What follows belongs to an exercise in optimizing a design on an open flow for small area; a production flow would make more cautious choices. Where RTL was checked, it was by simulation tests only, not by an equivalence proof against the original. Only the layout flow was run in run 1; the RTL was not checked for function there. Power is estimated from default activity; no workload was simulated.

### flow/design.v
package link_ctrl_pkg;
  localparam int IPB_ADDR_W = 24;
  localparam int IPB_DATA_W = 32;
  localparam int TGT_LSB    = 20;             
  localparam int TGT_W      = 4;
  localparam int REG_IDX_W  = 2;              
  localparam int WR_COUNT_W = 16;
  localparam int BIT_IDX_W  = 5;
  localparam int CHANNEL_COUNT = 5;           
  localparam int SYNTH_TARGET  = 5;           
  localparam int SYNTH_BITS = 32;
  localparam int SEQ_W      = 7;              
  typedef logic [IPB_ADDR_W-1:0] ipb_addr_t;
  typedef logic [IPB_DATA_W-1:0] ipb_data_t;
  typedef logic [TGT_W-1:0]      target_t;
  typedef logic [REG_IDX_W-1:0]  reg_idx_t;
  typedef logic [WR_COUNT_W-1:0] wr_count_t;
  typedef logic [BIT_IDX_W-1:0]  bit_idx_t;
  localparam reg_idx_t CHAN_COUNT_REG = 2'd3;   
  localparam reg_idx_t SYNTH_WORD_REG = 2'd0;   
  localparam reg_idx_t SYNTH_STAT_REG = 2'd1;   
  localparam reg_idx_t SYNTH_CTRL_REG = 2'd2;   
  typedef enum logic [2:0] {
    st_idle  = 3'd0,
    st_write = 3'd1,                          
    st_rd1   = 3'd2,                          
    st_rd2   = 3'd3,
    st_rd3   = 3'd4,
    st_ack   = 3'd5,
    st_hold  = 3'd6                           
  } ipb_state_t;
endpackage
module ipb_io_fsm (
  input  logic ipb_clk,
  input  logic rst,
  input  logic ipb_strobe,   
  input  logic ipb_write,
  output logic io_wr_en,     
  output logic io_rd1,       
  output logic ipb_ack
);
  link_ctrl_pkg::ipb_state_t state;
  link_ctrl_pkg::ipb_state_t state_nxt;
  always_comb begin
    case (state)
      link_ctrl_pkg::st_idle:  state_nxt = !ipb_strobe ? link_ctrl_pkg::st_idle :
                                           ipb_write ? link_ctrl_pkg::st_write : link_ctrl_pkg::st_rd1;
      link_ctrl_pkg::st_write: state_nxt = link_ctrl_pkg::st_ack;
      link_ctrl_pkg::st_rd1:   state_nxt = link_ctrl_pkg::st_rd2;
      link_ctrl_pkg::st_rd2:   state_nxt = link_ctrl_pkg::st_rd3;
      link_ctrl_pkg::st_rd3:   state_nxt = link_ctrl_pkg::st_ack;
      link_ctrl_pkg::st_ack:   state_nxt = link_ctrl_pkg::st_hold;
      link_ctrl_pkg::st_hold:  state_nxt = ipb_strobe ? link_ctrl_pkg::st_hold : link_ctrl_pkg::st_idle;
      default:                 state_nxt = link_ctrl_pkg::st_idle;
    endcase
  end
  always_ff @(posedge ipb_clk) begin
    if (rst) state <= link_ctrl_pkg::st_idle;
    else     state <= state_nxt;
  end
  assign io_wr_en = (state == link_ctrl_pkg::st_write);
  assign io_rd1   = (state == link_ctrl_pkg::st_rd1);
  assign ipb_ack  = (state == link_ctrl_pkg::st_ack);
endmodule
module ipb_target_sel (
  input  logic ipb_clk,
  input  link_ctrl_pkg::ipb_addr_t ipb_addr,
  input  logic io_wr_en,
  output logic [link_ctrl_pkg::CHANNEL_COUNT-1:0] chan_wr,
  output logic synth_wr,
  output logic [3:0] reg_sel,                   
  input  link_ctrl_pkg::ipb_data_t [link_ctrl_pkg::CHANNEL_COUNT-1:0] chan_reg0,
  input  link_ctrl_pkg::ipb_data_t [link_ctrl_pkg::CHANNEL_COUNT-1:0] chan_reg1,
  input  link_ctrl_pkg::ipb_data_t [link_ctrl_pkg::CHANNEL_COUNT-1:0] chan_reg2,
  input  link_ctrl_pkg::wr_count_t [link_ctrl_pkg::CHANNEL_COUNT-1:0] chan_count,
  output link_ctrl_pkg::wr_count_t count_sel,   
  input  link_ctrl_pkg::ipb_data_t synth_rd_data,
  output link_ctrl_pkg::ipb_data_t ipb_rdata
);
  link_ctrl_pkg::target_t  target;
  link_ctrl_pkg::reg_idx_t idx;
  logic [link_ctrl_pkg::CHANNEL_COUNT-1:0] chan_sel;    
  logic synth_sel;
  assign target = ipb_addr[link_ctrl_pkg::TGT_LSB +: link_ctrl_pkg::TGT_W];
  assign idx    = ipb_addr[link_ctrl_pkg::REG_IDX_W-1:0];
  always_ff @(posedge ipb_clk) begin
    for (int i = 0; i < link_ctrl_pkg::CHANNEL_COUNT; i++) begin
      chan_sel[i] <= (target == link_ctrl_pkg::target_t'(i));
    end
    synth_sel <= (target == link_ctrl_pkg::target_t'(link_ctrl_pkg::SYNTH_TARGET));
    for (int i = 0; i < 4; i++) begin
      reg_sel[i] <= (idx == link_ctrl_pkg::reg_idx_t'(i));
    end
  end
  assign chan_wr  = chan_sel & {link_ctrl_pkg::CHANNEL_COUNT{io_wr_en}};
  assign synth_wr = synth_sel & io_wr_en;
  always_comb begin
    count_sel = '0;
    for (int i = 0; i < link_ctrl_pkg::CHANNEL_COUNT; i++) begin
      count_sel = count_sel | (chan_count[i] & {link_ctrl_pkg::WR_COUNT_W{chan_sel[i]}});
    end
  end
  always_comb begin
    ipb_rdata = (synth_rd_data & {link_ctrl_pkg::IPB_DATA_W{synth_sel}})
              | (link_ctrl_pkg::ipb_data_t'(count_sel) & {link_ctrl_pkg::IPB_DATA_W{reg_sel[3]}});
    for (int i = 0; i < link_ctrl_pkg::CHANNEL_COUNT; i++) begin
      ipb_rdata = ipb_rdata
                | (chan_reg0[i] & {link_ctrl_pkg::IPB_DATA_W{chan_sel[i] & reg_sel[0]}})
                | (chan_reg1[i] & {link_ctrl_pkg::IPB_DATA_W{chan_sel[i] & reg_sel[1]}})
                | (chan_reg2[i] & {link_ctrl_pkg::IPB_DATA_W{chan_sel[i] & reg_sel[2]}});
    end
  end
endmodule
module chan_reg_bank (
  input  logic ipb_clk,
  input  logic rst,
  input  logic wr,                      
  input  logic [3:0] reg_sel,           
  input  link_ctrl_pkg::ipb_data_t wr_data,    
  input  link_ctrl_pkg::wr_count_t cnt_nxt,    
  output link_ctrl_pkg::ipb_data_t reg0,
  output link_ctrl_pkg::ipb_data_t reg1,
  output link_ctrl_pkg::ipb_data_t reg2,
  output link_ctrl_pkg::wr_count_t wr_count
);
  always_ff @(posedge ipb_clk) begin
    if (rst || (wr && reg_sel[0])) reg0 <= wr_data;
  end
  always_ff @(posedge ipb_clk) begin
    if (rst || (wr && reg_sel[1])) reg1 <= wr_data;
  end
  always_ff @(posedge ipb_clk) begin
    if (rst || (wr && reg_sel[2])) reg2 <= wr_data;
  end
  always_ff @(posedge ipb_clk) begin
    if (rst || (wr && !reg_sel[link_ctrl_pkg::CHAN_COUNT_REG])) wr_count <= cnt_nxt;
  end
endmodule
module synth_bit_timer (
  input  logic ipb_clk,
  input  logic rst,
  input  logic start,                   
  output logic [link_ctrl_pkg::SEQ_W-1:0] seq,
  output logic busy
);
  always_ff @(posedge ipb_clk) begin
    if (rst) begin
      busy <= 1'b0;
      seq  <= '0;
    end else begin
      if (start) begin
        busy <= 1'b1;
      end else if (seq == '1) begin
        busy <= 1'b0;                   
      end
      if (busy) begin
        seq <= seq + link_ctrl_pkg::SEQ_W'(1);
      end
    end
  end
endmodule
module synth_serial_if (
  input  logic ipb_clk,
  input  logic rst,
  input  logic wr,                      
  input  logic rd1,                     
  input  logic [3:0] reg_sel,           
  input  link_ctrl_pkg::ipb_data_t wr_data,    
  output link_ctrl_pkg::ipb_data_t rd_data,
  input  logic [link_ctrl_pkg::SEQ_W-1:0] seq,
  input  logic busy,
  output logic start,
  output logic dclk,
  output logic ddat,
  output logic dlen,
  output logic goe,
  output logic sync
);
  link_ctrl_pkg::ipb_data_t last_word;         
  link_ctrl_pkg::bit_idx_t  bit_idx;
  logic busy_rd;                                
  assign start   = wr && reg_sel[link_ctrl_pkg::SYNTH_WORD_REG] && !busy;   
  assign bit_idx = seq[link_ctrl_pkg::SEQ_W-1 -: link_ctrl_pkg::BIT_IDX_W];
  assign dclk    = seq[1];
  assign dlen    = busy;
  assign ddat    = busy && last_word[~bit_idx];   
  always_ff @(posedge ipb_clk) begin
    if (rst || start) last_word <= wr_data;
  end
  always_ff @(posedge ipb_clk) begin
    if (rst || (wr && reg_sel[link_ctrl_pkg::SYNTH_CTRL_REG])) begin
      goe  <= wr_data[0];
      sync <= wr_data[1];
    end
  end
  always_ff @(posedge ipb_clk) begin
    if (rd1) busy_rd <= busy;
  end
  always_comb begin
    rd_data = (last_word & {link_ctrl_pkg::IPB_DATA_W{reg_sel[link_ctrl_pkg::SYNTH_WORD_REG]}})
            | link_ctrl_pkg::ipb_data_t'(busy_rd && reg_sel[link_ctrl_pkg::SYNTH_STAT_REG])
            | link_ctrl_pkg::ipb_data_t'({sync, goe} & {2{reg_sel[link_ctrl_pkg::SYNTH_CTRL_REG]}});
  end
endmodule
module link_ctrl_top (
  input  logic ipb_clk,
  input  logic rst,
  input  logic ipb_strobe,
  input  logic ipb_write,
  input  link_ctrl_pkg::ipb_addr_t ipb_addr,
  input  link_ctrl_pkg::ipb_data_t ipb_wdata,
  output link_ctrl_pkg::ipb_data_t ipb_rdata,
  output logic ipb_ack,
  output logic adcclk_dclk,
  output logic adcclk_ddat,
  output logic adcclk_dlen,
  output logic adcclk_goe,
  output logic adcclk_sync
);
  logic io_wr_en;
  logic io_rd1;
  logic [link_ctrl_pkg::CHANNEL_COUNT-1:0] chan_wr;
  link_ctrl_pkg::ipb_data_t [link_ctrl_pkg::CHANNEL_COUNT-1:0] chan_reg0;
  link_ctrl_pkg::ipb_data_t [link_ctrl_pkg::CHANNEL_COUNT-1:0] chan_reg1;
  link_ctrl_pkg::ipb_data_t [link_ctrl_pkg::CHANNEL_COUNT-1:0] chan_reg2;
  link_ctrl_pkg::wr_count_t [link_ctrl_pkg::CHANNEL_COUNT-1:0] chan_count;
  link_ctrl_pkg::wr_count_t count_sel;
  link_ctrl_pkg::wr_count_t cnt_nxt;
  link_ctrl_pkg::ipb_data_t wr_data;
  link_ctrl_pkg::ipb_data_t synth_rd_data;
  logic synth_wr;
  logic [link_ctrl_pkg::SEQ_W-1:0] seq;
  logic busy;
  logic start;
  logic [3:0] reg_sel;                  
  assign wr_data = ipb_wdata & {link_ctrl_pkg::IPB_DATA_W{!rst}};
  assign cnt_nxt = (count_sel + link_ctrl_pkg::wr_count_t'(1)) & {link_ctrl_pkg::WR_COUNT_W{!rst}};
  ipb_io_fsm i_ipb_io_fsm (
    .ipb_clk   (ipb_clk),
    .rst       (rst),
    .ipb_strobe(ipb_strobe),
    .ipb_write (ipb_write),
    .io_wr_en  (io_wr_en),
    .io_rd1    (io_rd1),
    .ipb_ack   (ipb_ack)
  );
  ipb_target_sel i_ipb_target_sel (
    .ipb_clk      (ipb_clk),
    .ipb_addr     (ipb_addr),
    .io_wr_en     (io_wr_en),
    .chan_wr      (chan_wr),
    .synth_wr     (synth_wr),
    .reg_sel      (reg_sel),
    .chan_reg0    (chan_reg0),
    .chan_reg1    (chan_reg1),
    .chan_reg2    (chan_reg2),
    .chan_count   (chan_count),
    .count_sel    (count_sel),
    .synth_rd_data(synth_rd_data),
    .ipb_rdata    (ipb_rdata)
  );
  for (genvar i = 0; i < link_ctrl_pkg::CHANNEL_COUNT; i++) begin : g_chan
    chan_reg_bank i_chan_reg_bank (
      .ipb_clk (ipb_clk),
      .rst     (rst),
      .wr      (chan_wr[i]),
      .reg_sel (reg_sel),
      .wr_data (wr_data),
      .cnt_nxt (cnt_nxt),
      .reg0    (chan_reg0[i]),
      .reg1    (chan_reg1[i]),
      .reg2    (chan_reg2[i]),
      .wr_count(chan_count[i])
    );
  end
  synth_bit_timer i_synth_bit_timer (
    .ipb_clk(ipb_clk),
    .rst    (rst),
    .start  (start),
    .seq    (seq),
    .busy   (busy)
  );
  synth_serial_if i_synth_serial_if (
    .ipb_clk(ipb_clk),
    .rst    (rst),
    .wr     (synth_wr),
    .rd1    (io_rd1),
    .reg_sel(reg_sel),
    .wr_data(wr_data),
    .rd_data(synth_rd_data),
    .seq    (seq),
    .busy   (busy),
    .start  (start),
    .dclk   (adcclk_dclk),
    .ddat   (adcclk_ddat),
    .dlen   (adcclk_dlen),
    .goe    (adcclk_goe),
    .sync   (adcclk_sync)
  );
endmodule
### flow/flow/run.sh
#!/bin/bash
# Own layout flow: the standard ORFS flow (standard.sh, unchanged
# synthesis) with a few ORFS variables set on the make command line:
#  - port buffers use a plain buf_2 instead of the default pick
#  - buffers left by abc are removed at floorplan; repair_design re-buffers
#  - larger clock sink clusters, and no dummy loads in the clock tree
#  - non-critical gates are downsized after global routing
# make's full output goes to flow_make.log here; ORFS's per-step logs stay
# under orfs/logs.
set -euo pipefail
bash standard.sh \
  "BUFFER_PORTS_ARGS=-buffer_cell sky130_fd_sc_hd__buf_2" \
  "REMOVE_ABC_BUFFERS=1" \
  "CTS_ARGS=-sink_clustering_enable -repair_clock_nets -sink_clustering_size 30 -sink_clustering_max_diameter 60 -dont_use_dummy_load" \
  "RECOVER_POWER=100" \
  finish > flow_make.log 2>&1
### flow/standard.sh
#!/bin/bash
# synth_recipe.tcl (not shown) runs the flow's synth.tcl, then flattens the netlist and writes it again
# the make line also repeats each setting of config.mk as NAME=value (left out here)
make -C /OpenROAD-flow-scripts/flow DESIGN_CONFIG=/design/flow/config.mk WORK_HOME=/design/flow/orfs CLKGATE_MAP_FILE= SYNTH_SCRIPT=/design/flow/synth_recipe.tcl "${@:-finish}"
### flow/config.mk
export PLATFORM = sky130hd
export DESIGN_NAME = link_ctrl_top
export DESIGN_NICKNAME = link_ctrl_top
export VERILOG_FILES = /design/flow/design.v
export SDC_FILE = /design/flow/constraint.sdc
export NUM_CORES = 4
export LEC_CHECK = 0
export CAP_MARGIN = 20
export CORE_MARGIN = 2
export CORE_UTILIZATION = 65
export SLEW_MARGIN = 20
### flow/constraint.sdc
create_clock -name core_clock -period 5.0 [get_ports {ipb_clk}]
set_input_delay 1.0000 -clock core_clock [delete_from_list [all_inputs] [get_ports {ipb_clk}]]
set_output_delay 1.0000 -clock core_clock [all_outputs]
set_load 0.01 [all_outputs]
==> results.py, run 1 <==
metrics = {
    "drt": {
        "antenna_left": 0,
        "num_vias": 13700,
        "drt-pass1-iter-count": 7,
        "wire_per_inst_um": 33.5,
        "drc_errors": 0,
        "routed_wl_mm": 62.6,
        "viasPerCell": 7.35,
        "drt_iter0_drc": 1938,
    },
    "cts": {
        "post-cts-setup-buffer-count": 0,
        "htreeDepth": 2,
        "cts.sinks": 616,
        "cts_buffer_depth": 3,
        "post_cts_resized": 0,
        "cts_root_buffer": "clkbuf_16",
        "path_clk_slew_ps": 70,
        "cts_buffers": 37,
        "cts_tree": "done",
        "clkLatencyLatePin_ps": 570,
        "cts_hold_buf": 0,
    },
    "timing": {
        "fin_skew_ps": 31.2,
        "fin_crit_sh": 0.928,
        "slew_viol_final": 263,
        "hold_viol_final": 0,
        "fin_setup_tns_ps": 0,
        "slew_headroom": -0.586,
        "setup_viol": 0,
        "max_freq_mhz": 215,
        "rsz0062_at_grt": "no",
        "fin_crit_ps": 4640,
        "worst_pin_slew_ps": 2380,
    },
    "yosys": {
        "avgSynthCellArea_sq_um": 17.4,
        "syn_inst": 1334,
        "synth_edf_count": 595,
        "synth.cell_area_sq_um": 23200,
        "ys_ff_latch": 616,
        "synth.area.top_cells": "edfxtp_1 (77%), a22oi_1 (3.7%), a222oi_1 (3.3%), a22o_1 (2.0%), dfxtp_1 (1.8%)",
        "synth_top_area_cell": "edfxtp_1",
        "async_flop_share": 0,
        "ys_seq_area_frac": 0.788,
        "yosys_warnings": 5,
        "synth.distinct_cells": 51,
        "synthFlopType": "edfxtp_1",
        "netlist.area_leader.share": 0.770,
    },
    "global_routing": {
        "grt_max_degree": 35,
        "grt_pass1_vias": 13000,
        "met3_usage": 0.0474,
        "grt_pass1_wl_mm": 89.2,
        "grt-busiest-layer": "met2",
        "use_met2": 0.556,
        "grt_usage": 0.343,
        "antenna_found_initial": 0,
        "overflow": 0,
        "grt_use_met1": 0.489,
    },
    "run_status": {
        "so_faults": "capacitance limit, slew limit",
        "run_status": "failed layout checks",
    },
    "final_layout": {
        "n_antenna_cell": 0,
        "syn_to_final_growth_pct": 7.67,
        "n_fill_cell": 2367,
        "nets": 1472,
        "drive_gt1_frac": 0.0916,
        "final_cells": 1869,
        "final_area_sq_um": 25000,
    },
    "setup_path": {
        "critPathKind": "register to primary output",
        "worstPathArrival_ps": 3640,
        "crit_required_ps": 4000,
        "critPathCaptureType": "primary output",
        "cp-start-kind": "register",
        "worstPathMaxFanout": 13,
    },
    "place": {
        "portBuffers": 79,
        "dp_hpwl_mm": 36.8,
        "dp_cells": 1831,
        "placed_cell_area_sq_um": 24200,
        "globalplace.congestion": 0.804,
    },
    "die": {
        "start_util": 0.655,
        "num_rows": 69,
        "fp.dieH_um": 193,
        "ios": 98,
        "core_region_area_sq_um": 35400,
        "die-area_sq_um": 37200,
        "die_w_um": 193,
    },
    "power_and_ir_drop": {
        "leakage_nw": 8.55,
        "power_density_nw_per_um2": 378,
        "ir_worst_vdd_mv": 0.316,
    },
    "run": {
        "max-cap-violations": 12,
    },
    "min_path": {
        "hp-class": "register to register",
    },
}
==> per-layer routing <==
metal / routed length [um] / share of wire / up-vias
met3: 6760 / 0.11 / 155
met4: 2350 / 0.038 / 0
met1: 23300 / 0.37 / 6978
met2: 30200 / 0.48 / 928
li1: - / - / 5681
met5: 0 / 0 / -
==> cell type report <==
class	instances	area, sq um	share of cell area
well taps	461	577	0.0231
flip-flops and latches	616	18300	0.732
clock buffers	37	926	0.0371
repair buffers	133	701	0.0280
inverters	14	52.6	0.00210
multi-input cells	608	4430	0.177
==> through the flow <==
| stage | setup WS, ps | hold slack, ps | total power, mW | utilization |
|---|---|---|---|---|
| finish | 358 | 545 | 9.44 | 0.706 |
| floorplan | 716 | 485 | 6.43 | - |
| global route | 330 | 603 | 9.67 | 0.706 |
| global placement | 1340 | 516 | 6.70 | 0.684 |
| CTS | 729 | 546 | 9.46 | 0.710 |
| detailed placement | 1320 | 524 | 6.73 | 0.684 |
==> cells by family after synthesis <==
kind of cell | after synthesis | synth area share
multiplexers | 14 | 0.0111
AND/OR/NAND/NOR | 245 | 0.0544
XOR/XNOR | 10 | 0.00377
adder cells (fa/ha/maj) | 2 | 0.00108
AO/OA/AOI/OAI | 337 | 0.121
buffers and inverters | 110 | 0.0209
flip-flops | 616 | 0.788
==> worst max-delay path, cell delays in order (launching register included) <==
cell and delay [ps]:
dfxtp_1 630, buf_4 300, and2_0 1030, buf_4 440, a222oi_1 180, o2111ai_1 130, a211o_1 210, clkbuf_1 170
==> flip-flops by register name, summed over array words and instances, names as in the netlist, 3 cells and up <==
register and count:
i_ipb_target_sel.chan_sel 5, g_chan.i_chan_reg_bank.reg2 160, g_chan.i_chan_reg_bank.reg0 160, i_synth_serial_if.last_word 32, i_ipb_io_fsm.state 3, i_synth_bit_timer.seq 7, i_ipb_target_sel.reg_sel 4, g_chan.i_chan_reg_bank.reg1 160
g_chan.i_chan_reg_bank.wr_count 80
==> report_power, final <==
part           internal (mW)  switching (mW)
clock                   1.32            1.51
sequential              6.00           0.113
combinational          0.109           0.386
total                   7.43            2.01
==> placed cells by master, fill, tap and decap left out, types with 10 or more instances in the layout <==
master / instances
edfxtp_1: 595
a22oi_1: 115
a222oi_1: 76
nand2_1: 69
clkbuf_1: 56
a22o_1: 52
nand3_1: 40
buf_2: 40
nor2b_1: 38
clkbuf_16: 37
a221oi_1: 33
buf_4: 30
nor2_1: 26
nand4_1: 21
a21oi_1: 17
dfxtp_1: 16
inv_1: 13
o21ai_0: 10
==> cell usage after synthesis, types with 3 or more instances <==
cell type,n
edfxtp_1,595
a22oi_1,115
a222oi_1,76
nand2_1,70
clkbuf_1,65
a22o_1,52
nand3_1,40
nor2b_1,38
a221oi_1,33
nor2_1,26
dfxtp_1,21
nand4_1,21
a21oi_1,17
and2_1,15
inv_1,14
buf_2,12
buf_1,10
o21ai_0,10
mux4_2,9
nand2b_1,8
o2111a_1,7
and3_1,5
and4_1,5
xnor2_1,5
xor2_1,5
a221o_1,4
buf_4,4
buf_6,4
nor3_1,4
a211o_1,3
a31oi_1,3
mux2_2,3
nor4_1,3
o211ai_1,3
o31ai_1,3
==> worst paths after layout <==
check,startpoint,to,slack (ps),cells after the start
setup / recovery,i_ipb_target_sel.reg_sel[1]$_DFF_P_,ipb_rdata[4],360,7
hold / removal,i_synth_bit_timer.seq[6]$_SDFFE_PP0P_,i_synth_bit_timer.busy$_SDFFE_PP0P_,540,1
setup reg to reg,i_ipb_target_sel.reg_sel[1]$_DFF_P_,g_chan[4].i_chan_reg_bank.reg1[14]$_DFFE_PP_,420,6
hold reg to reg,i_synth_bit_timer.seq[6]$_SDFFE_PP0P_,i_synth_bit_timer.busy$_SDFFE_PP0P_,540,1
==> run 2, diff against run 1 <==
--- a/flow/design.v
+++ b/flow/design.v
@@ -117,5 +117,5 @@
   input  logic wr,                      
   input  logic [3:0] reg_sel,           
-  input  link_ctrl_pkg::ipb_data_t wr_data,    
+  input  link_ctrl_pkg::ipb_data_t wr_data,
   input  link_ctrl_pkg::wr_count_t cnt_nxt,    
   output link_ctrl_pkg::ipb_data_t reg0,
@@ -124,15 +124,18 @@
   output link_ctrl_pkg::wr_count_t wr_count
 );
-  always_ff @(posedge ipb_clk) begin
-    if (rst || (wr && reg_sel[0])) reg0 <= wr_data;
-  end
-  always_ff @(posedge ipb_clk) begin
-    if (rst || (wr && reg_sel[1])) reg1 <= wr_data;
-  end
-  always_ff @(posedge ipb_clk) begin
-    if (rst || (wr && reg_sel[2])) reg2 <= wr_data;
-  end
-  always_ff @(posedge ipb_clk) begin
-    if (rst || (wr && !reg_sel[link_ctrl_pkg::CHAN_COUNT_REG])) wr_count <= cnt_nxt;
+  logic [3:0] load;                     
+  logic [3:0] keep;
+  logic [3:0] hit;
+  assign hit[0] = wr && reg_sel[0];
+  assign hit[1] = wr && reg_sel[1];
+  assign hit[2] = wr && reg_sel[2];
+  assign hit[3] = wr && !reg_sel[link_ctrl_pkg::CHAN_COUNT_REG];   
+  assign load   = hit & {4{!rst}};
+  assign keep   = ~hit & {4{!rst}};
+  always_ff @(posedge ipb_clk) begin
+    reg0     <= (wr_data & {32{load[0]}}) | (reg0 & {32{keep[0]}});
+    reg1     <= (wr_data & {32{load[1]}}) | (reg1 & {32{keep[1]}});
+    reg2     <= (wr_data & {32{load[2]}}) | (reg2 & {32{keep[2]}});
+    wr_count <= (cnt_nxt & {16{load[3]}}) | (wr_count & {16{keep[3]}});
   end
 endmodule
@@ -166,5 +169,5 @@
   input  logic rd1,                     
   input  logic [3:0] reg_sel,           
-  input  link_ctrl_pkg::ipb_data_t wr_data,    
+  input  link_ctrl_pkg::ipb_data_t wr_data,
   output link_ctrl_pkg::ipb_data_t rd_data,
   input  logic [link_ctrl_pkg::SEQ_W-1:0] seq,
@@ -185,12 +188,13 @@
   assign dlen    = busy;
   assign ddat    = busy && last_word[~bit_idx];   
-  always_ff @(posedge ipb_clk) begin
-    if (rst || start) last_word <= wr_data;
-  end
-  always_ff @(posedge ipb_clk) begin
-    if (rst || (wr && reg_sel[link_ctrl_pkg::SYNTH_CTRL_REG])) begin
-      goe  <= wr_data[0];
-      sync <= wr_data[1];
-    end
+  logic word_load, word_keep, ctrl_load, ctrl_keep;
+  assign word_load = start && !rst;
+  assign word_keep = !start && !rst;
+  assign ctrl_load = wr && reg_sel[link_ctrl_pkg::SYNTH_CTRL_REG] && !rst;
+  assign ctrl_keep = !(wr && reg_sel[link_ctrl_pkg::SYNTH_CTRL_REG]) && !rst;
+  always_ff @(posedge ipb_clk) begin
+    last_word <= (wr_data & {link_ctrl_pkg::IPB_DATA_W{word_load}}) | (last_word & {link_ctrl_pkg::IPB_DATA_W{word_keep}});
+    goe       <= (wr_data[0] && ctrl_load) || (goe && ctrl_keep);
+    sync      <= (wr_data[1] && ctrl_load) || (sync && ctrl_keep);
   end
   always_ff @(posedge ipb_clk) begin
@@ -234,6 +238,6 @@
   logic start;
   logic [3:0] reg_sel;                  
-  assign wr_data = ipb_wdata & {link_ctrl_pkg::IPB_DATA_W{!rst}};
-  assign cnt_nxt = (count_sel + link_ctrl_pkg::wr_count_t'(1)) & {link_ctrl_pkg::WR_COUNT_W{!rst}};
+  assign wr_data = ipb_wdata;
+  assign cnt_nxt = count_sel + link_ctrl_pkg::wr_count_t'(1);
   ipb_io_fsm i_ipb_io_fsm (
     .ipb_clk   (ipb_clk),
--- a/flow/flow/run.sh
+++ b/flow/flow/run.sh
@@ -5,5 +5,4 @@
 #  - buffers left by abc are removed at floorplan; repair_design re-buffers
 #  - larger clock sink clusters, and no dummy loads in the clock tree
-#  - non-critical gates are downsized after global routing
 # make's full output goes to flow_make.log here; ORFS's per-step logs stay
 # under orfs/logs.
@@ -13,4 +12,3 @@
   "REMOVE_ABC_BUFFERS=1" \
   "CTS_ARGS=-sink_clustering_enable -repair_clock_nets -sink_clustering_size 30 -sink_clustering_max_diameter 60 -dont_use_dummy_load" \
-  "RECOVER_POWER=100" \
   finish > flow_make.log 2>&1
==> run 2 against run 1 <==
  * Now clean on timing, DRC and antenna
  * Routed wire length grew 32%
  * Clock skew grew 28 ps
  * Critical path depth stayed put
  * Via count up 42%
  * Worst setup slack gained 250 ps
  * Sequential cell count stayed put
  * Sequential share of layout area fell by 23 points
  * Non-clock buffer count up 25
==> results.py, run 2 <==
metrics = {
    "setup_path": {
        "critPathCaptureType": "primary output",
        "worstPathMaxFanout": 19,
        "path_cells": "and2_1, buf_4, a22oi_1, nand3_1, a21oi_1, nand4_1, buf_2",
        "cp_slowest_cell": "and2_1",
        "crit_required_ps": 4000,
        "worstPathArrival_ps": 3390,
        "critPathKind": "register to primary output",
        "cp-start-kind": "register",
        "max_stage_delay_ps": 1070,
    },
    "yosys": {
        "synth.area.top_cells": "dfxtp_1 (53%), a22o_1 (25%), a222oi_1 (3.0%), a22oi_1 (3.0%), clkbuf_1 (2.6%)",
        "async_flop_share": 0,
        "synth.cell_area_sq_um": 23100,
        "yosysMostFrequentCell": "a22o_1",
        "synth.distinct_cells": 55,
        "synth_top_area_cell": "dfxtp_1",
        "synth_common_cells": "a22o_1 (651), dfxtp_1 (615), clkbuf_1 (160), a22oi_1 (91), a222oi_1 (69)",
        "netlist.area_leader.share": 0.534,
        "avgSynthCellArea_sq_um": 11.2,
        "synthFlopType": "dfxtp_1",
        "yosys_warnings": 5,
        "syn_inst": 2064,
        "ys_ff_latch": 616,
        "synth_edf_count": 1,
        "ys_seq_area_frac": 0.535,
    },
    "timing": {
        "fin_crit_ps": 4390,
        "fin_setup_tns_ps": 0,
        "slew_viol_final": 0,
        "hold_viol_final": 0,
        "slew_headroom": 0.160,
        "fin_hold_ws_ps": 476,
        "fin_skew_ps": 59.2,
        "worst_pin_slew_ps": 1260,
        "fin_crit_sh": 0.878,
        "setup_viol": 0,
        "max_freq_mhz": 228,
        "rsz0062_at_grt": "no",
        "finalWorstSetupSlack_ps": 612,
    },
    "final_layout": {
        "final_area_sq_um": 24800,
        "syn_to_final_growth_pct": 7.63,
        "final_util": 0.705,
        "layout_commonest_cell": "a22o_1",
        "reg_top3": "g_chan.i_chan_reg_bank.reg0 x160, g_chan.i_chan_reg_bank.reg1 x160, g_chan.i_chan_reg_bank.reg2 x160",
        "nets": 2063,
        "drive_gt1_frac": 0.140,
        "final_cells": 2462,
        "final_cell_mix": "a22o_1 (651), dfxtp_1 (607), a22oi_1 (91)",
    },
    "cts": {
        "cts_root_buffer": "clkbuf_16",
        "cts.sinks": 616,
        "path_clk_slew_ps": 80,
        "clkLatencyLatePin_ps": 600,
        "htreeDepth": 2,
        "cts_buffer_depth": 3,
        "cts_buffers": 37,
        "cts_tree": "done",
        "post_cts_resized": 0,
        "post-cts-setup-buffer-count": 0,
        "cts_hold_buf": 0,
    },
    "power_and_ir_drop": {
        "p_total_mw": 8.27,
        "ir_worst_vdd_mv": 0.357,
        "power_density_nw_per_um2": 333,
        "leakage_nw": 9.64,
    },
    "drt": {
        "drt-pass1-iter-count": 8,
        "num_vias": 19500,
        "drt_iter0_drc": 2833,
        "viasPerCell": 7.92,
        "wire_per_inst_um": 33.5,
        "routed_wl_mm": 82.5,
        "drc_errors": 0,
        "antenna_left": 0,
    },
    "run": {
        "max-cap-violations": 0,
    },
    "die": {
        "num_rows": 69,
        "fp.dieH_um": 192,
        "die-area_sq_um": 37000,
        "core_region_area_sq_um": 35200,
        "ios": 98,
        "start_util": 0.655,
        "die_w_um": 192,
    },
    "global_routing": {
        "grt-busiest-layer": "met2",
        "met3_usage": 0.108,
        "overflow": 0,
        "use_met2": 0.663,
        "grt_pass1_wl_mm": 120,
        "antenna_found_initial": 4,
        "grt_pass1_vias": 18200,
        "grt_max_degree": 41,
        "grt_use_met1": 0.578,
        "grt_usage": 0.438,
    },
    "place": {
        "dp_cells": 2421,
        "dp_hpwl_mm": 48.6,
        "placed_cell_area_sq_um": 23800,
        "portBuffers": 79,
        "dp_slack_ps": 1400,
        "globalplace.congestion": 0.866,
    },
    "min_path": {
        "hp-class": "register to register",
    },
    "run_status": {
        "run_status": "timing/DRC/antenna clean",
    },
}
[run 2: worst paths after layout]
kind	start	end	slack [ps]	cells after the start
max	i_ipb_target_sel.reg_sel[1]$_DFF_P_	ipb_rdata[26]	610	7
max reg2reg	i_ipb_target_sel.chan_sel[0]$_DFF_P_	g_chan[1].i_chan_reg_bank.wr_count[8]$_DFF_P_	1650	9
min reg2reg	g_chan[0].i_chan_reg_bank.wr_count[13]$_DFF_P_	g_chan[0].i_chan_reg_bank.wr_count[13]$_DFF_P_	480	1
min	g_chan[0].i_chan_reg_bank.wr_count[13]$_DFF_P_	g_chan[0].i_chan_reg_bank.wr_count[13]$_DFF_P_	480	1
[run 2: power by group]
group	switching, mW	internal [mW]
clock network	1.60	1.32
registers	0.0423	4.92
logic	0.316	0.0657
[run 2: final cells by class]
class	instances	area, sq um
repair buffers	158	1040
diodes	2	5.00
inverters	18	67.6
clock buffers	37	926
well taps	461	577
multi-input cells	1170	9860
fillers	2621	10400
flip-flops and latches	616	12400
[run 2: cell families after synthesis]
group | synth area share
buf+inv | 0.0502
mux | 0.0118
fa+ha+maj | 0.00108
simple gates | 0.0521
xor+xnor | 0.00678
compound gates | 0.343
flops | 0.535
[run 2: per-layer routing]
metal / vias to the layer above / share of wire
li1: 8004 / -
met1: 9606 / 0.37
met2: 1542 / 0.44
met3: 343 / 0.14
met4: 4 / 0.055
met5: - / 0.00032
[run 2: critical path: cells and delay by family, from the launching register on]
kind | cells | cell delay [ps]
AOI/OAI and AO/OA | 2 | 170
buffers and inverters | 2 | 510
DFF | 1 | 730
and+or+nand+nor | 3 | 1380
==> run 3, diff against run 2 <==
==> flow/flow/run.sh (replaced) <==
#!/bin/bash
# Own layout flow: the standard ORFS flow (standard.sh, unchanged
# synthesis) with a few ORFS variables set on the make command line:
#  - port buffers use a plain buf_1 instead of the default pick
#  - buffers left by abc are removed at floorplan; repair_design re-buffers
#  - larger clock sink clusters, and no dummy loads in the clock tree
# make's full output goes to flow_make.log here; ORFS's per-step logs stay
# under orfs/logs.
set -euo pipefail
bash standard.sh \
  "BUFFER_PORTS_ARGS=-buffer_cell sky130_fd_sc_hd__buf_1" \
  "REMOVE_ABC_BUFFERS=1" \
  "CTS_ARGS=-sink_clustering_enable -repair_clock_nets -sink_clustering_size 15 -sink_clustering_max_diameter 45 -dont_use_dummy_load -buf_list sky130_fd_sc_hd__clkbuf_8" \
  finish > flow_make.log 2>&1
--- a/flow/config.mk
+++ b/flow/config.mk
@@ -6,6 +6,7 @@
 export NUM_CORES = 4
 export LEC_CHECK = 0
-export CAP_MARGIN = 20
+export CAP_MARGIN = 0
 export CORE_MARGIN = 2
 export CORE_UTILIZATION = 65
-export SLEW_MARGIN = 20
+export GPL_TIMING_DRIVEN = 0
+export SLEW_MARGIN = 0
==> run 3 against run 2 <==
  * The layout now fails its checks (capacitance limit, slew limit)
  * Routed wire length decreased by 0.62%
  * Global-route usage up 0.25 points
  * Sequential share of layout area fell by 0.12 points
  * Sequential cell count did not move
  * Worst setup slack got worse by 330 ps
  * Fmax is 6.9% lower
  * Register-to-register slack better by 130 ps
  * Synthesized cell count did not move
  * First-iteration DRC count grew 0.35%
  * Combinational power rose by 7.3%
  * Final area increased by 0.24%
  * Critical path type unchanged
  * Critical endpoint is now ipb_rdata[0]
  * Largest power group unchanged
==> results.py, run 3 <==
metrics = {
    "run_status": {
        "run_status": "failed layout checks",
        "so_faults": "capacitance limit, slew limit",
    },
    "final_layout": {
        "drive_gt1_frac": 0.0984,
        "final_cell_mix": "a22o_1 (651), dfxtp_1 (607), a22oi_1 (91)",
        "final_area_sq_um": 24900,
        "reg_top3": "g_chan.i_chan_reg_bank.reg0 x160, g_chan.i_chan_reg_bank.reg1 x160, g_chan.i_chan_reg_bank.reg2 x160",
        "final_cells": 2442,
        "nets": 2045,
        "syn_to_final_growth_pct": 7.89,
        "n_fill_cell": 2609,
        "n_antenna_cell": 0,
        "final_util": 0.707,
        "layout_commonest_cell": "a22o_1",
    },
    "yosys": {
        "avgSynthCellArea_sq_um": 11.2,
        "syn_inst": 2064,
        "synth.distinct_cells": 55,
        "async_flop_share": 0,
        "synth_edf_count": 1,
        "ys_ff_latch": 616,
        "synth_common_cells": "a22o_1 (651), dfxtp_1 (615), clkbuf_1 (160), a22oi_1 (91), a222oi_1 (69)",
        "synth_top_area_cell": "dfxtp_1",
        "synthFlopType": "dfxtp_1",
        "yosys_warnings": 5,
        "ys_seq_area_frac": 0.535,
        "synth.area.top_cells": "dfxtp_1 (53%), a22o_1 (25%), a222oi_1 (3.0%), a22oi_1 (3.0%), clkbuf_1 (2.6%)",
        "yosysMostFrequentCell": "a22o_1",
        "netlist.area_leader.share": 0.534,
        "synth.cell_area_sq_um": 23100,
    },
    "die": {
        "die_w_um": 192,
        "ios": 98,
        "die-area_sq_um": 37000,
        "core_region_area_sq_um": 35200,
        "num_rows": 69,
        "start_util": 0.655,
        "fp.dieH_um": 192,
    },
    "setup_path": {
        "regToRegStartpoint": "i_ipb_target_sel.reg_sel[0]$_DFF_P_",
        "critPathCaptureType": "primary output",
        "cp-start-kind": "register",
        "worstPathArrival_ps": 3710,
        "worstPathMaxFanout": 27,
        "crit_required_ps": 4000,
        "critPathKind": "register to primary output",
        "r2r_slack_ps": 1780,
        "setup.worst_path.start": "i_ipb_target_sel.reg_sel[0]$_DFF_P_",
    },
    "power_and_ir_drop": {
        "p_total_mw": 7.93,
        "ir_worst_vdd_mv": 0.292,
        "leakage_nw": 9.29,
        "power_density_nw_per_um2": 319,
    },
    "drt": {
        "wire_per_inst_um": 33.6,
        "drt-pass1-iter-count": 7,
        "routed_wl_mm": 82.0,
        "num_vias": 19500,
        "drc_errors": 0,
        "antenna_left": 0,
        "viasPerCell": 8.00,
        "drt_iter0_drc": 2843,
    },
    "global_routing": {
        "grt_pass1_wl_mm": 121,
        "antenna_found_initial": 1,
        "overflow": 0,
        "grt_usage": 0.440,
        "grt_max_degree": 36,
        "grt_pass1_vias": 18800,
    },
    "cts": {
        "post_cts_resized": 0,
        "cts.sinks": 616,
        "cts_hold_buf": 0,
        "cts_buffers": 54,
        "post-cts-setup-buffer-count": 0,
        "cts_tree": "done",
        "htreeDepth": 2,
        "clkLatencyLatePin_ps": 720,
        "path_clk_slew_ps": 70,
        "cts_buffer_depth": 3,
        "cts_root_buffer": "clkbuf_8",
    },
    "place": {
        "placed_cell_area_sq_um": 24100,
        "dp_hpwl_mm": 47.9,
        "portBuffers": 79,
        "dp_cells": 2386,
        "globalplace.congestion": 0.795,
    },
    "timing": {
        "max_freq_mhz": 212,
        "slew_viol_final": 21,
        "fin_crit_sh": 0.943,
        "setup_viol": 0,
        "rsz0062_at_grt": "no",
        "fin_hold_ws_ps": 477,
        "hold_viol_final": 0,
        "worst_pin_slew_ps": 1560,
        "fin_crit_ps": 4710,
        "slew_headroom": -0.0390,
        "fin_skew_ps": 78.8,
    },
    "run": {
        "max-cap-violations": 1,
    },
    "min_path": {
        "holdCritStartpoint": "g_chan[2].i_chan_reg_bank.wr_count[14]$_DFF_P_",
        "hp-class": "register to register",
    },
}
[run 3: worst paths after layout]
kind                                                     to  cells after the start
max                                            ipb_rdata[0]                      7
min          g_chan[2].i_chan_reg_bank.wr_count[14]$_DFF_P_                      1
max reg2reg         i_synth_serial_if.last_word[17]$_DFF_P_                      6
min reg2reg  g_chan[2].i_chan_reg_bank.wr_count[14]$_DFF_P_                      1
[run 3: power breakdown]
| group | leakage, nW | total (mW) | internal, mW | switching (mW) |
|---|---|---|---|---|
| clock | 0.388 | 2.56 | 0.960 | 1.60 |
| sequential | 4.97 | 4.96 | 4.92 | 0.0374 |
| combinational | 3.94 | 0.410 | 0.0850 | 0.325 |
[run 3: cells by family after synthesis]
| kind of cell | Yosys count | synth area share |
|---|---|---|
| mux | 16 | 0.0118 |
| fa+ha+maj | 2 | 0.00108 |
| flops | 616 | 0.535 |
| simple gates | 214 | 0.0521 |
| buf+inv | 278 | 0.0502 |
| compound gates | 921 | 0.343 |
| xor+xnor | 17 | 0.00678 |
[run 3: cell type report]
type	count	area [sq um]	area share
clock buffers	54	743	0.0299
inverters	18	67.6	0.00271
multi-input cells	1170	9880	0.397
flip-flops and latches	616	12400	0.496
well taps	461	577	0.0232
repair buffers	123	1270	0.0510
[run 3: critical path, cell delays in order (launching register included)]
cell	delay (ps)
dfxtp_2	620
buf_12	290
and2_1	1220
a22oi_1	150
and3_1	300
nand3_1	100
a221o_1	170
buf_1	160
[run 3: metrics by stage]
stage / setup TNS (ps) / setup WS, ps
CTS: 0 / 431
finish: 0 / 286
global placement: -397270 / -1200
global route: 0 / 311
floorplan: 0 / 1640
detailed placement: 0 / 1140
[run 3: layer usage]
metal | part of all wire | wire (um) | vias to the layer above | global-route usage
met5 | 0.00012 | 10 | - | 0
met4 | 0.052 | 4250 | 2 | 0.230
met3 | 0.13 | 11100 | 345 | 0.114
met2 | 0.44 | 35800 | 1534 | 0.664
met1 | 0.38 | 30900 | 9704 | 0.582
li1 | - | - | 7953 | -
==> run 4, diff against run 3 <==
--- a/flow/config.mk
+++ b/flow/config.mk
@@ -9,4 +9,3 @@
 export CORE_MARGIN = 2
 export CORE_UTILIZATION = 65
-export GPL_TIMING_DRIVEN = 0
 export SLEW_MARGIN = 0
==> run 4 against run 3 <==
  * Now clean on timing, DRC and antenna
  * Synthesized cell count is the same
  * Utilization shrank 1.3 points
  * Worst hold slack lost 9.5 ps
  * Global-route usage grew 0.21 points
  * Clock power is essentially flat
  * Combinational power shrank 7.8%
  * Worst setup slack gained 80 ps
==> results.py, run 4 <==
metrics = {
    "place": {
        "portBuffers": 79,
        "dp_slack_ps": 1300,
        "dp_hpwl_mm": 47.6,
        "globalplace.congestion": 0.870,
    },
    "die": {
        "die-area_sq_um": 37000,
        "num_rows": 69,
        "start_util": 0.655,
        "ios": 98,
        "fp.dieH_um": 192,
        "die_w_um": 192,
        "core_region_area_sq_um": 35200,
    },
    "global_routing": {
        "grt_usage": 0.442,
        "grt_pass1_vias": 18500,
        "grt_max_degree": 38,
        "antenna_found_initial": 3,
        "grt_pass1_wl_mm": 120,
        "overflow": 0,
    },
    "timing": {
        "fin_crit_ps": 4630,
        "hold_viol_final": 0,
        "fin_crit_sh": 0.927,
        "finalWorstSetupSlack_ps": 366,
        "slew_viol_final": 0,
        "max_freq_mhz": 216,
        "worst_pin_slew_ps": 1310,
        "rsz0062_at_grt": "no",
        "slew_headroom": 0.124,
        "fin_hold_ws_ps": 467,
        "fin_setup_tns_ps": 0,
        "setup_viol": 0,
        "fin_skew_ps": 75.3,
    },
    "min_path": {
        "hp-class": "register to register",
    },
    "cts": {
        "path_clk_slew_ps": 90,
        "cts_hold_buf": 0,
        "clkLatencyLatePin_ps": 720,
        "cts.sinks": 616,
        "post-cts-setup-buffer-count": 0,
        "cts_tree": "done",
        "cts_buffers": 54,
        "cts_buffer_depth": 3,
        "cts_root_buffer": "clkbuf_8",
        "post_cts_resized": 0,
        "htreeDepth": 2,
    },
    "run_status": {
        "run_status": "timing/DRC/antenna clean",
    },
    "final_layout": {
        "syn_to_final_growth_pct": 5.84,
        "nets": 2068,
        "n_fill_cell": 2727,
        "reg_top3": "g_chan.i_chan_reg_bank.reg0 x160, g_chan.i_chan_reg_bank.reg1 x160, g_chan.i_chan_reg_bank.reg2 x160",
        "final_util": 0.693,
        "drive_gt1_frac": 0.103,
        "final_cell_mix": "a22o_1 (651), dfxtp_1 (607), a22oi_1 (91)",
        "layout_commonest_cell": "a22o_1",
    },
    "drt": {
        "wl_met3_mm": 11.3,
        "drt_iter0_drc": 2830,
        "antenna_left": 0,
        "drc_errors": 0,
        "top_layer_used": "met5",
        "wire_per_inst_um": 33.6,
        "drt-pass1-iter-count": 9,
        "viasPerCell": 7.88,
        "num_vias": 19400,
        "routed_wl_mm": 82.8,
        "met2_length_mm": 35.7,
        "drt-met1-wl_mm": 31.1,
    },
    "power_and_ir_drop": {
        "leakage_nw": 9.21,
        "power_density_nw_per_um2": 323,
        "ir_worst_vdd_mv": 0.247,
    },
    "setup_path": {
        "worstPathArrival_ps": 3630,
        "max_stage_delay_ps": 1090,
        "critPathKind": "register to primary output",
        "crit_required_ps": 4000,
        "critPathCaptureType": "primary output",
        "path_cells": "and2_1, buf_4, a222oi_1, nand3_1, nor2_1, o21ai_0, buf_1",
        "cp-start-kind": "register",
        "cp_slowest_cell": "and2_1",
        "worstPathMaxFanout": 22,
    },
    "yosys": {
        "syn_inst": 2064,
        "avgSynthCellArea_sq_um": 11.2,
        "synth.distinct_cells": 55,
        "netlist.area_leader.share": 0.534,
        "ys_seq_area_frac": 0.535,
        "async_flop_share": 0,
        "ys_ff_latch": 616,
        "yosysMostFrequentCell": "a22o_1",
        "synth_common_cells": "a22o_1 (651), dfxtp_1 (615), clkbuf_1 (160), a22oi_1 (91), a222oi_1 (69)",
        "yosys_warnings": 5,
        "synth_edf_count": 1,
        "synthFlopType": "dfxtp_1",
        "synth_top_area_cell": "dfxtp_1",
        "synth.area.top_cells": "dfxtp_1 (53%), a22o_1 (25%), a222oi_1 (3.0%), a22oi_1 (3.0%), clkbuf_1 (2.6%)",
        "synth.cell_area_sq_um": 23100,
    },
    "run": {
        "max-cap-violations": 0,
    },
}
[run 4: cell counts after synthesis]
Identical to the previous run, type by type.
[run 4: through the flow]
step	cell area (sq um)	total power, mW	instances
4_1_cts	24400	7.85	2465
2_1_floorplan	22000	5.17	1804
3_3_place_gp	23700	5.42	2411
3_5_place_dp	23700	5.43	2411
5_1_grt	24400	8.07	2465
6_report	24400	7.89	2466
[run 4: area by class of cell]
type | instances | area [sq um] | area share
sequential | 616 | 12400 | 0.506
multi-input combinational | 1170 | 9860 | 0.404
timing repair buffer | 146 | 813 | 0.0333
clock buffer | 54 | 743 | 0.0304
tap | 461 | 577 | 0.0236
inverter | 18 | 67.6 | 0.00277
antenna | 1 | 2.50 | 0.000102
[run 4: where the power goes]
part | leakage, nW | total, mW | switching [mW] | internal [mW]
clock | 0.388 | 2.56 | 1.60 | 0.960
sequential | 4.97 | 4.96 | 0.0357 | 4.92
combinational | 3.86 | 0.378 | 0.321 | 0.0565
total | 9.21 | 7.89 | 1.95 | 5.94
[run 4: cells by family after synthesis]
logic type	after synthesis	synth area share
flops	616	0.535
fa+ha+maj	2	0.00108
simple gates	214	0.0521
mux	16	0.0118
buf+inv	278	0.0502
xor+xnor	17	0.00678
compound gates	921	0.343
[run 4: critical path: cells and delay by family (launching register included)]
| family | cells | cell delay, ps |
|---|---|---|
| buffers and inverters | 2 | 580 |
| and+or+nand+nor | 3 | 1280 |
| DFF | 1 | 790 |
| AOI/OAI and AO/OA | 2 | 290 |
[run 4: worst paths after layout]
path                                                                startpoint                                              to  slack, ps  cells after the start
worst max-delay path                       i_ipb_target_sel.reg_sel[0]$_DFF_P_                                   ipb_rdata[20]        370                      7
worst min register to register  g_chan[4].i_chan_reg_bank.wr_count[15]$_DFF_P_  g_chan[4].i_chan_reg_bank.wr_count[15]$_DFF_P_        470                      1
worst min-delay path            g_chan[4].i_chan_reg_bank.wr_count[15]$_DFF_P_  g_chan[4].i_chan_reg_bank.wr_count[15]$_DFF_P_        470                      1
worst max register to register            i_ipb_target_sel.chan_sel[4]$_DFF_P_   g_chan[2].i_chan_reg_bank.wr_count[8]$_DFF_P_       1760                      9
[run 4: metal layers]
layer | track usage | up-vias
met3 | 0.122 | 341
li1 | - | 7991
met1 | 0.582 | 9541
met4 | 0.243 | 4
met2 | 0.660 | 1545
met5 | 0 | -
==> run 5, diff against run 4 <==
--- a/flow/config.mk
+++ b/flow/config.mk
@@ -6,6 +6,7 @@
 export NUM_CORES = 4
 export LEC_CHECK = 0
-export CAP_MARGIN = 0
+export CAP_MARGIN = 10
 export CORE_MARGIN = 2
-export CORE_UTILIZATION = 65
-export SLEW_MARGIN = 0
+export CORE_UTILIZATION = 75
+export PLACE_DENSITY = 0.8
+export SLEW_MARGIN = 5
==> run 5 against run 4 <==
  * Synthesized area unchanged
  * Worst hold slack improved by 11 ps
  * Fmax increased by 5.1%
  * Critical path type unchanged
  * Total power decreased by 1.1%
  * Routed wire length decreased by 3.3%
  * Via count increased by 2.5%
  * Cell count decreased by 2.6%
  * Sequential cell count unchanged
==> results.py, run 5 <==
metrics = {
    "cts": {
        "post-cts-setup-buffer-count": 0,
        "htreeDepth": 2,
        "clkLatencyLatePin_ps": 660,
        "cts_hold_buf": 0,
        "path_clk_slew_ps": 80,
        "cts_buffers": 52,
        "cts_tree": "done",
        "cts_buffer_depth": 3,
        "post_cts_resized": 0,
        "cts_root_buffer": "clkbuf_8",
        "cts.sinks": 616,
    },
    "run_status": {
        "run_status": "timing/DRC/antenna clean",
    },
    "place": {
        "portBuffers": 79,
        "dp_hpwl_mm": 45.7,
        "dp_cells": 2349,
        "globalplace.congestion": 0.904,
    },
    "setup_path": {
        "crit_required_ps": 4000,
        "worstPathMaxFanout": 22,
        "critPathCaptureType": "primary output",
        "worstPathArrival_ps": 3410,
        "r2r_cells": 5,
        "critPathKind": "register to primary output",
        "worstReg2RegEnd": "i_synth_serial_if.last_word[2]$_DFF_P_",
        "crit_path_end": "ipb_rdata[6]",
        "regToRegStartpoint": "i_ipb_target_sel.synth_sel$_DFF_P_",
        "cp-start-kind": "register",
        "setup.worst_path.start": "i_ipb_target_sel.chan_sel[3]$_DFF_P_",
        "r2r_slack_ps": 1540,
    },
    "die": {
        "fp.dieH_um": 179,
        "start_util": 0.758,
        "ios": 98,
        "num_rows": 64,
        "die-area_sq_um": 32200,
        "die_w_um": 179,
        "core_region_area_sq_um": 30400,
    },
    "global_routing": {
        "grt_usage": 0.485,
        "antenna_found_initial": 2,
        "grt_pass1_vias": 19200,
        "grt_pass1_wl_mm": 117,
        "grt_max_degree": 38,
        "overflow": 0,
    },
    "power_and_ir_drop": {
        "ir_worst_vdd_mv": 0.271,
        "leakage_nw": 9.22,
        "power_density_nw_per_um2": 321,
    },
    "timing": {
        "fin_hold_ws_ps": 478,
        "fin_crit_sh": 0.882,
        "worst_pin_slew_ps": 1400,
        "slew_headroom": 0.0624,
        "rsz0062_at_grt": "no",
        "fin_setup_tns_ps": 0,
        "setup_viol": 0,
        "fin_skew_ps": 35.7,
        "max_freq_mhz": 227,
        "slew_viol_final": 0,
        "hold_viol_final": 0,
        "fin_crit_ps": 4410,
    },
    "final_layout": {
        "n_fill_cell": 1987,
        "drive_gt1_frac": 0.104,
        "nets": 2070,
        "final_cell_mix": "a22o_1 (651), dfxtp_1 (608), a22oi_1 (91)",
        "syn_to_final_growth_pct": 5.52,
        "layout_commonest_cell": "a22o_1",
        "reg_top3": "g_chan.i_chan_reg_bank.reg0 x160, g_chan.i_chan_reg_bank.reg1 x160, g_chan.i_chan_reg_bank.reg2 x160",
        "final_cells": 2403,
    },
    "yosys": {
        "synth.area.top_cells": "dfxtp_1 (53%), a22o_1 (25%), a222oi_1 (3.0%), a22oi_1 (3.0%), clkbuf_1 (2.6%)",
        "avgSynthCellArea_sq_um": 11.2,
        "synthFlopType": "dfxtp_1",
        "synth.distinct_cells": 55,
        "yosysMostFrequentCell": "a22o_1",
        "async_flop_share": 0,
        "yosys_warnings": 5,
        "syn_inst": 2064,
        "ys_ff_latch": 616,
        "synth_common_cells": "a22o_1 (651), dfxtp_1 (615), clkbuf_1 (160), a22oi_1 (91), a222oi_1 (69)",
        "synth_edf_count": 1,
        "synth.cell_area_sq_um": 23100,
        "ys_seq_area_frac": 0.535,
        "synth_top_area_cell": "dfxtp_1",
        "netlist.area_leader.share": 0.534,
    },
    "drt": {
        "viasPerCell": 8.29,
        "drt_iter0_drc": 3188,
        "wire_per_inst_um": 33.3,
        "antenna_left": 0,
        "drt-pass1-iter-count": 9,
        "num_vias": 19900,
        "routed_wl_mm": 80.1,
        "drc_errors": 0,
    },
    "min_path": {
        "hp-class": "register to register",
    },
    "run": {
        "max-cap-violations": 0,
    },
}
==> run 5: cell counts after synthesis <==
Identical to the previous run, type by type.
==> run 5: kinds of logic after synthesis <==
kind of cell | share of synthesized area
XOR/XNOR | 0.00678
AO/OA/AOI/OAI | 0.343
multiplexers | 0.0118
adder cells (fa/ha/maj) | 0.00108
flip-flops | 0.535
AND/OR/NAND/NOR | 0.0521
buffers and inverters | 0.0502
==> run 5: metrics by stage <==
step,cell area [sq um],power (mW),util,worst slack [ps]
floorplan,22000,5.17,-,1640
global placement,23600,5.41,0.776,1390
detailed placement,23600,5.42,0.776,1390
CTS,24300,7.75,0.799,699
global route,24300,7.94,0.800,617
finish,24300,7.80,0.800,589
==> run 5: area by class of cell <==
type / count / area [sq um] / share of cell area
Timing Repair Buffer: 150 / 856 / 0.0352
Clock buffer: 52 / 716 / 0.0294
Sequential cell: 616 / 12400 / 0.507
Inverter: 18 / 67.6 / 0.00278
Antenna cell: 1 / 2.50 / 0.000103
Multi-Input combinational cell: 1170 / 9860 / 0.405
Tap cell: 396 / 495 / 0.0204
==> run 5: how the worst min path moves through the flow <==
| stage | depth (start not counted) | start | endpoint | slack [ps] |
|---|---|---|---|---|
| floorplan | 1 | g_chan[1].i_chan_reg_bank.wr_count[0]$_DFF_P_ | g_chan[1].i_chan_reg_bank.wr_count[0]$_DFF_P_ | 440 |
| finish | 1 | g_chan[0].i_chan_reg_bank.wr_count[14]$_DFF_P_ | g_chan[0].i_chan_reg_bank.wr_count[14]$_DFF_P_ | 480 |
| global route | 1 | g_chan[2].i_chan_reg_bank.reg1[26]$_DFF_P_ | g_chan[2].i_chan_reg_bank.reg1[26]$_DFF_P_ | 500 |
| CTS | 1 | g_chan[1].i_chan_reg_bank.wr_count[11]$_DFF_P_ | g_chan[1].i_chan_reg_bank.wr_count[11]$_DFF_P_ | 480 |
| global placement | 1 | g_chan[4].i_chan_reg_bank.wr_count[15]$_DFF_P_ | g_chan[4].i_chan_reg_bank.wr_count[15]$_DFF_P_ | 450 |
| detailed placement | 1 | g_chan[3].i_chan_reg_bank.wr_count[13]$_DFF_P_ | g_chan[3].i_chan_reg_bank.wr_count[13]$_DFF_P_ | 450 |
==> run 5: layer usage <==
layer	track usage	share of wire	up-vias
met4	0.330	0.075	2
met3	0.150	0.16	473
met1	0.605	0.34	9552
met5	0	0.00016	-
li1	-	-	8005
met2	0.724	0.43	1877
==> run 5: worst max-delay path, cell delays in order, from the launching register on <==
cell     delay (ps)
dfxtp_2         800
and2_1          740
buf_4           420
a22oi_1         140
nand2_1         110
a21oi_1          50
nand4_1         140
a221o_1         180
buf_1           170
==> run 5: where the power goes <==
| group | switching [mW] | leakage [nW] | total [mW] | internal, mW |
|---|---|---|---|---|
| Sequential | 0.0368 | 4.97 | 4.96 | 4.92 |
| Clock | 1.54 | 0.374 | 2.47 | 0.926 |
| Combinational | 0.317 | 3.88 | 0.374 | 0.0576 |
==> run 6, diff against run 5 <==
--- a/flow/flow/run.sh
+++ b/flow/flow/run.sh
@@ -11,4 +11,4 @@
   "BUFFER_PORTS_ARGS=-buffer_cell sky130_fd_sc_hd__buf_1" \
   "REMOVE_ABC_BUFFERS=1" \
-  "CTS_ARGS=-sink_clustering_enable -repair_clock_nets -sink_clustering_size 15 -sink_clustering_max_diameter 45 -dont_use_dummy_load -buf_list sky130_fd_sc_hd__clkbuf_8" \
+  "CTS_ARGS=-sink_clustering_enable -repair_clock_nets -sink_clustering_size 10 -sink_clustering_max_diameter 35 -dont_use_dummy_load -buf_list sky130_fd_sc_hd__clkbuf_4 -root_buf sky130_fd_sc_hd__clkbuf_16" \
   finish > flow_make.log 2>&1
--- a/flow/config.mk
+++ b/flow/config.mk
@@ -6,7 +6,6 @@
 export NUM_CORES = 4
 export LEC_CHECK = 0
-export CAP_MARGIN = 10
+export CAP_MARGIN = 0
 export CORE_MARGIN = 2
-export CORE_UTILIZATION = 75
-export PLACE_DENSITY = 0.8
-export SLEW_MARGIN = 5
+export CORE_UTILIZATION = 65
+export SLEW_MARGIN = 0
==> run 6 against run 5 <==
  * Still clean on timing, DRC and antenna
  * Clock-buffer cell count increased by 41
  * Utilization shrank 10 points
  * Worst hold slack got worse by 12 ps
  * Cell count increased by 4.2%
  * Routed wire length up 4.0%
  * Combinational power grew 1%
  * Worst setup slack worse by 100 ps
  * Clock skew rose by 28 ps
  * Global-route usage fell by 4.0 points
  * Synthesized area unchanged
  * Critical endpoint is now ipb_rdata[20]
  * Largest power group unchanged
==> results.py, run 6 <==
metrics = {
    "run_status": {
        "run_status": "timing/DRC/antenna clean",
    },
    "drt": {
        "num_vias": 19600,
        "drt-met1-wl_mm": 31.1,
        "drt_iter0_drc": 2715,
        "wl_met3_mm": 11.4,
        "drc_errors": 0,
        "antenna_left": 0,
        "routed_wl_mm": 83.3,
        "drt-pass1-iter-count": 7,
        "top_layer_used": "met5",
        "viasPerCell": 7.83,
        "met2_length_mm": 35.8,
        "wire_per_inst_um": 33.3,
    },
    "timing": {
        "worst_pin_slew_ps": 1320,
        "slew_viol_final": 0,
        "fin_crit_sh": 0.903,
        "max_freq_mhz": 222,
        "fin_skew_ps": 64.1,
        "setup_viol": 0,
        "slew_headroom": 0.117,
        "fin_setup_tns_ps": 0,
        "hold_viol_final": 0,
        "rsz0062_at_grt": "no",
        "fin_crit_ps": 4510,
    },
    "yosys": {
        "synth.distinct_cells": 55,
        "avgSynthCellArea_sq_um": 11.2,
        "synth_edf_count": 1,
        "synthFlopType": "dfxtp_1",
        "ys_seq_area_frac": 0.535,
        "yosysMostFrequentCell": "a22o_1",
        "yosys_warnings": 5,
        "syn_inst": 2064,
        "ys_ff_latch": 616,
        "netlist.area_leader.share": 0.534,
        "synth.cell_area_sq_um": 23100,
        "synth_top_area_cell": "dfxtp_1",
        "synth_common_cells": "a22o_1 (651), dfxtp_1 (615), clkbuf_1 (160), a22oi_1 (91), a222oi_1 (69)",
        "synth.area.top_cells": "dfxtp_1 (53%), a22o_1 (25%), a222oi_1 (3.0%), a22oi_1 (3.0%), clkbuf_1 (2.6%)",
        "async_flop_share": 0,
    },
    "setup_path": {
        "critPathCaptureType": "primary output",
        "critPathKind": "register to primary output",
        "crit_required_ps": 4000,
        "max_stage_delay_ps": 1060,
        "worstPathArrival_ps": 3510,
        "worstPathMaxFanout": 22,
        "path_cells": "and2_1, buf_4, a222oi_1, nand3_1, nor2_1, o21ai_0, buf_1",
        "crit_buf_inv": 2,
        "critical-path-top-delay-family": "simple AND/OR/NAND/NOR gates",
        "cp_slowest_cell": "and2_1",
        "cp-start-kind": "register",
    },
    "die": {
        "die-area_sq_um": 37000,
        "ios": 98,
        "die_w_um": 192,
        "num_rows": 69,
        "core_region_area_sq_um": 35200,
        "start_util": 0.655,
        "fp.dieH_um": 192,
    },
    "global_routing": {
        "grt_pass1_vias": 18700,
        "overflow": 0,
        "grt_pass1_wl_mm": 121,
        "grt_usage": 0.445,
        "antenna_found_initial": 2,
        "grt_max_degree": 38,
    },
    "run": {
        "max-cap-violations": 0,
    },
    "final_layout": {
        "drive_gt1_frac": 0.120,
        "n_fill_cell": 2743,
        "layout_commonest_cell": "a22o_1",
        "final_util": 0.696,
        "reg_top3": "g_chan.i_chan_reg_bank.reg0 x160, g_chan.i_chan_reg_bank.reg1 x160, g_chan.i_chan_reg_bank.reg2 x160",
        "nets": 2107,
        "syn_to_final_growth_pct": 6.33,
        "final_cell_mix": "a22o_1 (651), dfxtp_1 (607), a22oi_1 (91)",
    },
    "cts": {
        "htreeDepth": 3,
        "post_cts_resized": 0,
        "cts_tree": "done",
        "cts_hold_buf": 0,
        "cts_buffers": 93,
        "cts.sinks": 616,
        "cts_root_buffer": "clkbuf_16",
        "cts_buffer_depth": 3,
        "path_clk_slew_ps": 80,
        "post-cts-setup-buffer-count": 0,
        "clkLatencyLatePin_ps": 580,
    },
    "min_path": {
        "hp-class": "register to register",
    },
    "power_and_ir_drop": {
        "leakage_nw": 9.32,
        "ir_worst_vdd_mv": 0.216,
        "power_density_nw_per_um2": 330,
        "p_total_mw": 8.10,
    },
    "place": {
        "dp_hpwl_mm": 47.6,
        "globalplace.congestion": 0.870,
        "portBuffers": 79,
    },
}
==> run 6: cell counts after synthesis <==
Identical to the previous run, type by type.
==> run 6: metrics by stage <==
stage	cell area [sq um]	worst slack [ps]	hold slack, ps	cells
2_1_floorplan	22000	1640	442	1804
3_3_place_gp	23700	1310	452	2411
3_5_place_dp	23700	1300	455	2411
4_1_cts	24500	684	468	2504
5_1_grt	24500	504	489	2504
6_report	24500	486	466	2505
==> run 6: final timing paths <==
check | from | end | slack (ps) | cells after the start
setup / recovery | i_ipb_target_sel.reg_sel[0]$_DFF_P_ | ipb_rdata[20] | 490 | 7
hold / removal | g_chan[2].i_chan_reg_bank.wr_count[15]$_DFF_P_ | g_chan[2].i_chan_reg_bank.wr_count[15]$_DFF_P_ | 470 | 1
setup reg to reg | i_ipb_target_sel.reg_sel[0]$_DFF_P_ | i_synth_serial_if.last_word[21]$_DFF_P_ | 1740 | 5
hold reg to reg | g_chan[2].i_chan_reg_bank.wr_count[15]$_DFF_P_ | g_chan[2].i_chan_reg_bank.wr_count[15]$_DFF_P_ | 470 | 1
==> run 6: logic make-up (layout without fill, tap and decap cells) <==
logic type / count (synthesis) / count (layout) / share of synthesized area
adders and majority gates: 2 / 2 / 0.00108
xor gates and xnor gates: 17 / 17 / 0.00678
DFF: 616 / 616 / 0.535
other: 0 / 1 / 0
buffers and inverters: 278 / 257 / 0.0502
and+or+nand+nor: 214 / 214 / 0.0521
AOI/OAI and AO/OA: 921 / 921 / 0.343
muxes: 16 / 16 / 0.0118
==> run 6: layout make-up <==
class / count / area [sq um] / area share
Inverter: 18 / 67.6 / 0.00275
Tap cell: 461 / 577 / 0.0235
Sequential cell: 616 / 12400 / 0.503
Clock buffer: 93 / 856 / 0.0349
Antenna cell: 1 / 2.50 / 0.000102
Multi-Input combinational cell: 1170 / 9860 / 0.402
Timing Repair Buffer: 146 / 813 / 0.0332
==> run 6: power by group <==
| group | internal (mW) | leakage, nW | total (mW) | switching, mW |
|---|---|---|---|---|
| registers | 4.93 | 4.97 | 4.96 | 0.0360 |
| logic | 0.0565 | 3.86 | 0.379 | 0.322 |
| clock network | 1.10 | 0.497 | 2.76 | 1.66 |
| total | 6.08 | 9.32 | 8.10 | 2.02 |
==> run 6: layer usage <==
| metal | global-route usage | up-vias |
|---|---|---|
| li1 | - | 8096 |
| met2 | 0.659 | 1552 |
| met4 | 0.256 | 2 |
| met5 | 0 | - |
| met1 | 0.582 | 9627 |
| met3 | 0.126 | 342 |

## afterwards: timing with drivers on the ports
In the flow no input, the clock included, has a driving cell. The finished layouts below were timed again as built, in two steps.
Step 1: set_driving_cell puts a clkbuf_16 on ipb_clk and a buf_2 on each other input, an assumption about the parent block.
Step 2, shift: input delay + t, output delay - t, t = (earliest + latest rising clock arrival at the registers) / 2. This alone moves slack from input paths to output paths.
Slacks: ideal / step 1 / step 2; pairs: ideal / step 1.
run	t, ns	setup WS [ns]	worst hold slack (ns)	worst setup path after step 2	worst data-port slew with drivers (ns)
run 1	0.603	0.358 / 0.300 / 0.063	0.545 / 0.545 / 0.545	input to register	0.03
run 2	0.626	0.612 / 0.555 / 1.181	0.476 / 0.476 / 0.476	register to output	0.07
run 3	0.736	0.286 / 0.233 / 0.968	0.477 / 0.477 / 0.477	register to output	0.09
run 4	0.733	0.366 / 0.312 / 1.045	0.467 / 0.467 / 0.467	register to output	0.10
run 5	0.686	0.589 / 0.537 / 1.223	0.478 / 0.478 / 0.478	register to output	0.11
run 6	0.612	0.486 / 0.426 / 1.038	0.466 / 0.466 / 0.466	register to output	0.10
The setup slack of run 1, which loses most, moves by -0.058 ns with the drivers and by -0.295 ns with both steps.
